From an optimization exercise on the open Yosys and OpenROAD flow, aimed at small area, a short achievable clock period and few clock cycles; shortcuts taken in it are not production practice.
In this exercise RTL edits were held to simulation tests only and were not proved equivalent to the original.
Power and IR drop assume default switching activity.

== v6 ==
// event_sched_top
module event_sched_top #(
    parameter int NS = 3
) (
    input  logic        clk,
    input  logic        rst_n,
    input  logic [15:0] event_addr,
    input  logic        event_valid,
    output logic        event_ready,
    output logic [15:0] window_addr,
    output logic        window_valid,
    input  logic        window_ready
);
Size: ~1100 cells after synthesis, roughly 140 flip-flops, about 38 I/O pins, ~9500 um^2 of cells after synthesis.
clock: 14.5 ns
lec_check: 0
abc_area: 1
cap_margin: 20
core_margin: 2
core_utilization: 40
cts_buf_list: sky130_fd_sc_hd__clkbuf_8
setup_slack_margin: 0.5
slew_margin: 20
standard.sh (not shown) runs the stock make flow with config.mk's settings and CLKGATE_MAP_FILE= SYNTH_SCRIPT=/design/flow/synth_recipe.tcl, a recipe that flattens the netlist after the stock synthesis.
==> flow/flow/run.sh <==
#!/bin/bash
# The standard layout, with faster port buffers than the default choice, a
# clock tree without dummy loads, and timing repair aiming well past the
# clock period's needs.
set -euo pipefail
export BUFFER_PORTS_ARGS="-buffer_cell sky130_fd_sc_hd__buf_1"
export CTS_ARGS="-sink_clustering_enable -repair_clock_nets -buf_list sky130_fd_sc_hd__clkbuf_8 -dont_use_dummy_load"
bash standard.sh SETUP_SLACK_MARGIN=10.5 finish > standard_flow.log 2>&1
Testbench counts of v6, summed over its fixed seeds: cycles 16,698.
## Diff of input files: v7 against v6
--- a/flow/flow/run.sh
+++ b/flow/flow/run.sh
@@ -6,3 +6,4 @@
 export BUFFER_PORTS_ARGS="-buffer_cell sky130_fd_sc_hd__buf_1"
 export CTS_ARGS="-sink_clustering_enable -repair_clock_nets -buf_list sky130_fd_sc_hd__clkbuf_8 -dont_use_dummy_load"
-bash standard.sh SETUP_SLACK_MARGIN=10.5 finish > standard_flow.log 2>&1
+export SETUP_MOVE_SEQUENCE="unbuffer,sizeup,swap"
+bash standard.sh SETUP_SLACK_MARGIN=10.4 finish > standard_flow.log 2>&1
Post-route fraction of the period consumed by the critical path in v7 is 0.85 points higher than in v6
Transition time of the tightest slew-check pin on v7 is down relative to v6.
event_ready as the capture point of the worst path was reported by v6, and pos[10] by v7.
Per the comparison of v7 with v6, cell count lost about 2.4%; count of endpoints failing setup in the final report neither gained nor lost much.


event_sched_top again, from the RTL that the note above started with.
==> flow/config.mk <==
export PLATFORM = sky130hd
export DESIGN_NAME = event_sched_top
export DESIGN_NICKNAME = event_sched_top
export VERILOG_FILES = /design/flow/design.v
export SDC_FILE = /design/flow/constraint.sdc
export NUM_CORES = 8
export LEC_CHECK = 0
export ABC_AREA = 1
export CAP_MARGIN = 20
export CORE_MARGIN = 2
export CORE_UTILIZATION = 70
export CTS_BUF_LIST = sky130_fd_sc_hd__clkbuf_8
export SETUP_SLACK_MARGIN = 0.5
export SLEW_MARGIN = 20
==> flow/constraint.sdc <==
create_clock -name core_clock -period 14.5 [get_ports {clk}]
set_input_delay 2.9000 -clock core_clock [delete_from_list [all_inputs] [get_ports {clk}]]
set_output_delay 2.9000 -clock core_clock [all_outputs]
set_load 0.01 [all_outputs]
==> flow/flow/run.sh <==
#!/bin/bash
# The standard layout, with faster port buffers than the default choice, a
# clock tree without dummy loads, and timing repair aiming well past the
# clock period's needs.
set -euo pipefail
export BUFFER_PORTS_ARGS="-buffer_cell sky130_fd_sc_hd__buf_1"
export CTS_ARGS="-sink_clustering_enable -repair_clock_nets -buf_list sky130_fd_sc_hd__clkbuf_8 -dont_use_dummy_load"
bash standard.sh SETUP_SLACK_MARGIN=10.4 finish > standard_flow.log 2>&1
The first run finished clean.
Testbench counts at the start, summed over its fixed seeds: cycles 16,698.
Edit:
--- a/flow/flow/run.sh
+++ b/flow/flow/run.sh
@@ -7,2 +7,2 @@
 export CTS_ARGS="-sink_clustering_enable -repair_clock_nets -buf_list sky130_fd_sc_hd__clkbuf_8 -dont_use_dummy_load"
-bash standard.sh SETUP_SLACK_MARGIN=10.4 finish > standard_flow.log 2>&1
+bash standard.sh SETUP_SLACK_MARGIN=10.3 finish > standard_flow.log 2>&1
CORE_UTILIZATION = 40   (was 70)
Cell count climbs by roughly a tenth; sequential share of layout area increases by 0.81 points; final area falls by a few percent.
Edit:
--- a/flow/flow/run.sh
+++ b/flow/flow/run.sh
@@ -7,2 +7,3 @@
 export CTS_ARGS="-sink_clustering_enable -repair_clock_nets -buf_list sky130_fd_sc_hd__clkbuf_8 -dont_use_dummy_load"
-bash standard.sh SETUP_SLACK_MARGIN=10.3 finish > standard_flow.log 2>&1
+export RECOVER_POWER=100
+bash standard.sh SETUP_SLACK_MARGIN=10.4 finish > standard_flow.log 2>&1
Now the flow finished but fails on max-capacitance violations, max-slew violations; via count increases by 0.73%; fmax decreases by 13%; count of clock-buffer cells in the layout does not change; clock power hardly moves; setup slack is worse by 620 ps; cell area increases by 0.38%; area after synthesis is unchanged; routed wire length increases by 1.4%; core utilization increases by 0.17 points; first-iteration DRC count increases by 3.5%; cell count increases by 0.87%.
Edit:
==> flow/flow/run.sh (replaced) <==
#!/bin/bash
# The standard layout, with faster port buffers than the default choice, a
# clock tree without dummy loads, and timing repair aiming well past the
# clock period's needs.
set -euo pipefail
export BUFFER_PORTS_ARGS="-buffer_cell sky130_fd_sc_hd__buf_4"
export CTS_ARGS="-sink_clustering_enable -repair_clock_nets -buf_list sky130_fd_sc_hd__clkbuf_8 -dont_use_dummy_load"
bash standard.sh SETUP_SLACK_MARGIN=10.5 finish > standard_flow.log 2>&1
The changed run ran to the end with no violations.
Routed wire length falls by about 0.8%.
Final cell count came out higher by 0.93%.
Sequential power barely changes.
Critical path depth went down by 20.
Die area is unchanged.
Worst setup slack improves by 680 ps.
Non-clock buffer count grows by 14.
Utilization climbs by 2.0 points.
Area after synthesis stays the same.
Synthesized cell count does not change.
Maximum frequency rose by about 17%.


== exp/cedar ==
The RTL this note starts from:
==> flow/design.v <==
`timescale 1ns/1ps
`default_nettype none
package event_sched_pkg;
    localparam int ADDR_W     = 16;
    localparam int COORD_W    = 8;
    localparam int ROW_STRIDE = 256;
    parameter int HALF_WIN    = 2;
    parameter int QUEUE_DEPTH = 16;
    function automatic logic lt8(input logic [7:0] a, input logic [7:0] b);
        logic r;
        r = 1'b0;
        for (int i = 0; i < 8; i++) r = (~a[i] & b[i]) | (~a[i] & r) | (b[i] & r);
        lt8 = r;
    endfunction
    function automatic logic lt16(input logic [15:0] a, input logic [15:0] b);
        logic r;
        r = 1'b0;
        for (int i = 0; i < 16; i++) r = (~a[i] & b[i]) | (~a[i] & r) | (b[i] & r);
        lt16 = r;
    endfunction
endpackage
`default_nettype wire
`timescale 1ns/1ps
`default_nettype none
module todo_lane (
    input  logic       seg_vld,
    input  logic [7:0] seg_top,
    input  logic [7:0] seg_lo,
    input  logic [7:0] seg_hi,
    input  logic       first,
    input  logic [7:0] row,
    input  logic [7:0] col,
    output logic       act,
    output logic       cont,
    output logic       cov1,
    output logic       later
);
    logic [8:0] d;      
    logic       ge0, le3, le4, eqm1;
    assign d    = {1'b0, row} - {1'b0, seg_top};
    assign ge0  = !d[8];
    assign le4  = ge0 && (d[7:0] <= 8'd4);
    assign le3  = ge0 && (d[7:0] <= 8'd3);
    assign eqm1 = (d == 9'h1ff);
    assign act   = seg_vld && !first && le4 && event_sched_pkg::lt8(col, seg_hi);
    assign cont  = act && !event_sched_pkg::lt8(col + 8'd1, seg_lo);
    assign cov1  = seg_vld && !first && (le3 || eqm1);
    assign later = seg_vld && (first || (d[8] && !eqm1));
endmodule
`default_nettype wire
`timescale 1ns/1ps
`default_nettype none
module window_picker #(
    parameter int N = 5
) (
    input  logic [N-1:0]   mask,
    input  logic [N*N-1:0] ord,
    output logic [N-1:0]   pick
);
    always_comb begin
        for (int i = 0; i < N; i++) begin
            pick[i] = mask[i];
            for (int j = 0; j < N; j++) begin
                if (j != i && mask[j] && !ord[i*N+j]) pick[i] = 1'b0;
            end
        end
    end
endmodule
`default_nettype wire
`timescale 1ns/1ps
`default_nettype none
module sched_ctrl (
    input  logic [7:0] ev_top,
    input  logic [7:0] ev_lo,
    input  logic       cur_vld,
    input  logic [7:0] cur_top,
    input  logic [7:0] cur_hc,
    output logic       fresh,
    output logic       merge
);
    assign fresh = !cur_vld || event_sched_pkg::lt16({cur_top, cur_hc}, {ev_top, ev_lo});
    assign merge = cur_vld && (ev_top == cur_top)
                   && !event_sched_pkg::lt8(cur_hc + 8'd5, ev_lo);
endmodule
`default_nettype wire
`timescale 1ns/1ps
`default_nettype none
module event_sched_top #(
    parameter int NS = 3
) (
    input  logic        clk,
    input  logic        rst_n,
    input  logic [15:0] event_addr,
    input  logic        event_valid,
    output logic        event_ready,
    output logic [15:0] window_addr,
    output logic        window_valid,
    input  logic        window_ready
);
    localparam int N = NS + 1;
    logic [N-1:0]  seg_vld;
    logic [7:0]    seg_top [N];
    logic [7:0]    seg_lo  [N];
    logic [7:0]    seg_hi  [N];
    logic [NS-1:0] older [NS];
    logic [7:0]    ev_top;   
    logic [7:0]    ev_lo;
    logic          multi;    
    logic          rdy;      
    logic [15:0]   pos;      
    logic          wv;
    logic          first;    
    logic          fresh, merge;
    logic          room, consume, open_seg;
    logic [NS-1:0] alloc;
    assign event_ready  = rdy;
    assign window_valid = wv;
    assign window_addr  = pos;
    sched_ctrl sched_ctrl_inst (
        .ev_top(ev_top),
        .ev_lo(ev_lo),
        .cur_vld(seg_vld[NS]),
        .cur_top(seg_top[NS]),
        .cur_hc(seg_hi[NS]),
        .fresh(fresh),
        .merge(merge)
    );
    assign room     = !seg_vld[NS] || !(&seg_vld[NS-1:0]);
    assign consume  = !rdy && (!fresh || merge || room);
    assign open_seg = !rdy && fresh && !merge && room;
    always_comb begin
        alloc = '0;
        for (int s = NS - 1; s >= 0; s--) begin
            if (!seg_vld[s]) alloc = NS'(1) << s;
        end
        if (!(open_seg && seg_vld[NS])) alloc = '0;
    end
    logic [7:0]   R, C, R1, C1;
    logic [N-1:0] act, cont, cov1, later;
    logic [N*N-1:0] lo_before, age_before;
    logic [N-1:0] pick_in, pick_c1, pick_l;
    logic [7:0]   ht, hc;
    logic         lo_early;
    assign R  = pos[15:8];
    assign C  = pos[7:0];
    assign R1 = R + 8'd1;
    assign C1 = C + 8'd1;
    for (genvar s = 0; s < NS; s++) begin : g_seg
        todo_lane todo_lane_inst (
            .seg_vld(seg_vld[s]),
            .seg_top(seg_top[s]),
            .seg_lo(seg_lo[s]),
            .seg_hi(seg_hi[s]),
            .first(first),
            .row(R),
            .col(C),
            .act(act[s]),
            .cont(cont[s]),
            .cov1(cov1[s]),
            .later(later[s])
        );
    end
    assign ht = seg_top[NS];
    assign hc = seg_hi[NS];
    logic r_eq, r1_eq, r1_lt, c1_lt;
    assign r_eq  = (R == ht);
    assign r1_eq = (R1 == ht);
    assign r1_lt = event_sched_pkg::lt8(R1, ht);
    assign c1_lt = event_sched_pkg::lt8(C1, hc);
    assign act[NS]   = seg_vld[NS] && !first && r_eq && c1_lt;
    assign cont[NS]  = act[NS] && !event_sched_pkg::lt8(C1, seg_lo[NS]);
    assign cov1[NS]  = seg_vld[NS] && !first && r1_eq;
    assign later[NS] = seg_vld[NS] && (first || r1_lt);
    assign lo_early = multi;
    always_comb begin
        for (int i = 0; i < N; i++) begin
            for (int j = 0; j < N; j++) begin
                if (i == NS)      lo_before[i*N+j] = !event_sched_pkg::lt8(seg_lo[j], seg_lo[i]);
                else if (j == NS) lo_before[i*N+j] = event_sched_pkg::lt8(seg_lo[i], seg_lo[j]);
                else if (i < j)   lo_before[i*N+j] = !event_sched_pkg::lt8(seg_lo[j], seg_lo[i]);
                else              lo_before[i*N+j] = event_sched_pkg::lt8(seg_lo[i], seg_lo[j]);
                if (i == NS)      age_before[i*N+j] = 1'b0;
                else if (j == NS) age_before[i*N+j] = 1'b1;
                else if (i < j)   age_before[i*N+j] = older[i][j];
                else              age_before[i*N+j] = !older[j][i];
            end
        end
    end
    window_picker #(.N(N)) pick_in_inst (.mask(act),   .ord(lo_before),  .pick(pick_in));
    window_picker #(.N(N)) pick_c1_inst (.mask(cov1),  .ord(lo_before),  .pick(pick_c1));
    window_picker #(.N(N)) pick_l_inst  (.mask(later), .ord(age_before), .pick(pick_l));
    logic        any_act, any_cont, any_c1, any_l;
    logic [7:0]  lo_in, lo_c1, lo_l, top_l;
    logic        early_in, early_c1, early_l;
    logic        due;
    logic [15:0] nxt;
    assign any_act  = |act;
    assign any_cont = |cont;
    assign any_c1   = |cov1;
    assign any_l    = |later;
    always_comb begin
        lo_in = '0; lo_c1 = '0; lo_l = '0; top_l = '0;
        for (int s = 0; s < N; s++) begin
            lo_in    = lo_in    | ({8{pick_in[s]}} & seg_lo[s]);
            lo_c1    = lo_c1    | ({8{pick_c1[s]}} & seg_lo[s]);
            lo_l     = lo_l     | ({8{pick_l[s]}}  & seg_lo[s]);
            top_l    = top_l    | ({8{pick_l[s]}}  & seg_top[s]);
        end
    end
    assign early_in = act[NS] && (!pick_in[NS] || lo_early);
    assign early_c1 = !pick_c1[NS] || lo_early;
    assign early_l  = !pick_l[NS] || lo_early;
    always_comb begin
        if (any_act) begin
            nxt = {R, any_cont ? C1 : lo_in};
            due = event_sched_pkg::lt8(R, ht) || (r_eq && (any_cont ? c1_lt : early_in));
        end else if (any_c1) begin
            nxt = {R1, lo_c1};
            due = r1_lt || (r1_eq && early_c1);
        end else begin
            nxt = {top_l, lo_l};
            due = any_l && early_l;
        end
    end
    always_ff @(posedge clk) begin
        if (rdy && event_valid) begin
            ev_top <= event_addr[15:8] - 8'd2;
            ev_lo  <= event_addr[7:0] - 8'd2;
        end
        for (int s = 0; s < NS; s++) begin
            if (alloc[s]) begin
                seg_top[s] <= seg_top[NS];
                seg_lo[s]  <= seg_lo[NS];
                seg_hi[s]  <= seg_hi[NS] + 8'd4;
                for (int j = 0; j < NS; j++) begin
                    if (j < s) older[j][s] <= 1'b1;
                    if (j > s) older[s][j] <= 1'b0;
                end
            end
        end
        if (open_seg) begin
            seg_top[NS] <= ev_top;
            seg_lo[NS]  <= ev_lo;
            multi       <= 1'b0;
        end else if (consume && fresh) begin
            multi       <= 1'b1;
        end
        if (consume && fresh) begin
            seg_hi[NS] <= ev_lo;
        end
        if ((!wv || window_ready) && due) begin
            pos <= nxt;
        end
    end
    always_ff @(posedge clk or negedge rst_n) begin
        if (!rst_n) begin
            seg_vld <= '0;
            rdy     <= 1'b1;
            wv      <= 1'b0;
            first   <= 1'b1;
        end else begin
            seg_vld[NS-1:0] <= (seg_vld[NS-1:0] & (act[NS-1:0] | cov1[NS-1:0] | later[NS-1:0])) | alloc;
            if (open_seg) seg_vld[NS] <= 1'b1;
            rdy <= rdy ? !event_valid : consume;
            if (!wv || window_ready) begin
                wv <= due;
                if (due) first <= 1'b0;
            end
        end
    end
endmodule
`default_nettype wire
==> flow/config.mk <==
export PLATFORM = sky130hd
export DESIGN_NAME = event_sched_top
export DESIGN_NICKNAME = event_sched_top
export VERILOG_FILES = /design/flow/design.v
export SDC_FILE = /design/flow/constraint.sdc
export NUM_CORES = 8
export LEC_CHECK = 0
export ABC_AREA = 1
export CAP_MARGIN = 20
export CORE_MARGIN = 2
export CORE_UTILIZATION = 40
export CTS_BUF_LIST = sky130_fd_sc_hd__clkbuf_8
export SETUP_SLACK_MARGIN = 0.5
export SLEW_MARGIN = 20
==> flow/constraint.sdc <==
create_clock -name core_clock -period 14.5 [get_ports {clk}]
set_input_delay 2.9000 -clock core_clock [delete_from_list [all_inputs] [get_ports {clk}]]
set_output_delay 2.9000 -clock core_clock [all_outputs]
set_load 0.01 [all_outputs]
==> flow/flow/run.sh <==
#!/bin/bash
# The standard layout, with faster port buffers than the default choice, a
# clock tree without dummy loads, and timing repair aiming well past the
# clock period's needs.
set -euo pipefail
export BUFFER_PORTS_ARGS="-buffer_cell sky130_fd_sc_hd__buf_4"
export CTS_ARGS="-sink_clustering_enable -repair_clock_nets -buf_list sky130_fd_sc_hd__clkbuf_8 -dont_use_dummy_load"
bash standard.sh SETUP_SLACK_MARGIN=11 finish > standard_flow.log 2>&1
Both conditions hold for exp/cedar: the flow ran to the end and the final layout passed the timing, DRC and antenna checks.
Testbench counts of exp/cedar, summed over its fixed seeds: cycles 16,611.
Inputs modified between exp/cedar and exp/zinc:
==> flow/flow/run.sh <==
#!/bin/bash
# The standard layout, with faster port buffers than the default choice.
set -euo pipefail
export BUFFER_PORTS_ARGS="-buffer_cell sky130_fd_sc_hd__buf_4"
bash standard.sh finish > standard_flow.log 2>&1
Notes after the runs:
Changes observed in exp/zinc relative to exp/cedar: design area now sits lower; part of the total power dissipated in the clock network picked up an extra 4.2 points; part of the power in combinational logic went down; minimum clock period went up by 0.31 ns. Routed metal-1 wire length shrinks by a few percent when moving from exp/cedar to exp/zinc. Of exp/zinc and exp/cedar, exp/cedar shows the higher global routing met2 resource utilization, with exp/zinc below it. | worst slew slack as a fraction of its limit | exp/zinc vs exp/cedar | 18 points lower |.
The following lists how exp/delta was set up differently from exp/zinc:
==> flow/flow/run.sh <==
#!/bin/bash
# The standard layout, with faster port buffers than the default choice, a
# clock tree without dummy loads, and timing repair aiming well past the
# clock period's needs.
set -euo pipefail
export BUFFER_PORTS_ARGS="-buffer_cell sky130_fd_sc_hd__buf_4"
export CTS_ARGS="-sink_clustering_enable -repair_clock_nets -buf_list sky130_fd_sc_hd__clkbuf_8 -dont_use_dummy_load"
bash standard.sh SETUP_SLACK_MARGIN=10.5 finish > standard_flow.log 2>&1
--- outcome ---
Comparing wire length of the first global-routing pass for exp/delta and exp/zinc, the bigger number came from exp/delta.
Least setup slack across all paths after layout came out higher on exp/delta than on exp/zinc.
Sort exp/delta and exp/zinc by area growth from synthesis to layout, ascending, and exp/zinc comes first.
Power in combinational cells (exp/delta over exp/zinc): increase, about 9%
Delta (exp/delta minus exp/zinc): wire length reported by the detailed router +540 um, part of the total power dissipated in the clock network -2.9 points, total power draw went up by 13 uW, total non-filler cell area in the finished layout went up 130 sq um, maximum ir drop on the vdd rail increased about 19%.
Across both runs, via count of the first global-routing pass was higher for exp/delta than for exp/zinc.
Side by side, total number of nets in the final design turned out higher in exp/delta than in exp/zinc.
Launching element of the worst setup path: rdy -> exp/delta, pos[8] -> exp/zinc
The following lists how exp/xenon was set up differently from exp/delta:
Settings: setting CTS_CLUSTER_DIAMETER to 150 for the first time; removing CTS_BUF_LIST (formerly sky130_fd_sc_hd__clkbuf_8); setting CTS_CLUSTER_SIZE to 40 for the first time.
==> flow/flow/run.sh <==
#!/bin/bash
# The standard layout, with faster port buffers than the default choice.
set -euo pipefail
export BUFFER_PORTS_ARGS="-buffer_cell sky130_fd_sc_hd__buf_4"
bash standard.sh finish > standard_flow.log 2>&1
==> run notes <==
Combinational power share delta for exp/xenon relative to exp/delta: 7.4 points lower
The critical path capture point comes out event_ready in one run and pos[9] in the other, namely in exp/delta and exp/xenon respectively.
Total chip power in exp/xenon is 5.0% above exp/delta.
Against exp/delta, exp/xenon comes in 14 lower on post-CTS repair timing setup buffer count.
Re ratio of cells with drive above 1 in the final layout: exp/delta was higher than exp/xenon.
exp/delta was smaller in final cell area than exp/xenon.

==> static timing again, ports no longer ideal <==
Ports are ideal in the flow. The routed layouts listed here were re-timed in OpenROAD.
Step 1, drivers: a clkbuf_16 drives clk and a buf_2 each remaining input, both assumed.
Step 2 also shifts input and output timing later by t, the mid clock arrival at the registers, as if the neighbouring blocks saw the same clock.
Slacks: ideal ports / drivers / drivers and shift; pairs: ideal ports / drivers.
run | t, ns | setup slack, ns | hold slack, ns | worst setup path at the end | clock arrival spread, ns
v6 | 0.483 | 10.463 / 10.424 / 10.568 | 0.483 / 0.483 / 0.483 | register to register | 0.030 / 0.030
v7 | 0.483 | 10.339 / 10.322 / 10.339 | 0.483 / 0.483 / 0.483 | register to register | 0.029 / 0.029
the first run of note 2 | 0.485 | 10.442 / 10.399 / 10.495 | 0.471 / 0.471 / 0.471 | register to register | 0.019 / 0.019
the second run of note 2 | 0.477 | 10.379 / 10.340 / 10.568 | 0.483 / 0.483 / 0.483 | input to register | 0.031 / 0.031
the third run of note 2 | 0.485 | 9.760 / 9.760 / 9.760 | 0.483 / 0.483 / 0.483 | register to register | 0.029 / 0.029
the fourth run of note 2 | 0.475 | 10.441 / 10.403 / 10.569 | 0.473 / 0.473 / 0.473 | input to register | 0.024 / 0.023
exp/cedar | 0.494 | 10.489 / 10.444 / 10.656 | 0.445 / 0.445 / 0.445 | input to register | 0.030 / 0.030
exp/zinc | 0.492 | 10.184 / 10.184 / 10.184 | 0.464 / 0.464 / 0.464 | register to register | 0.016 / 0.016
exp/delta | 0.478 | 10.512 / 10.467 / 10.479 | 0.465 / 0.465 / 0.465 | input to register | 0.029 / 0.029
exp/xenon | 0.470 | 10.193 / 10.193 / 10.193 | 0.462 / 0.462 / 0.462 | register to register | 0.016 / 0.016
The setup slack of exp/delta, which loses most, moves by -0.045 ns with the drivers and by -0.033 ns with both steps.
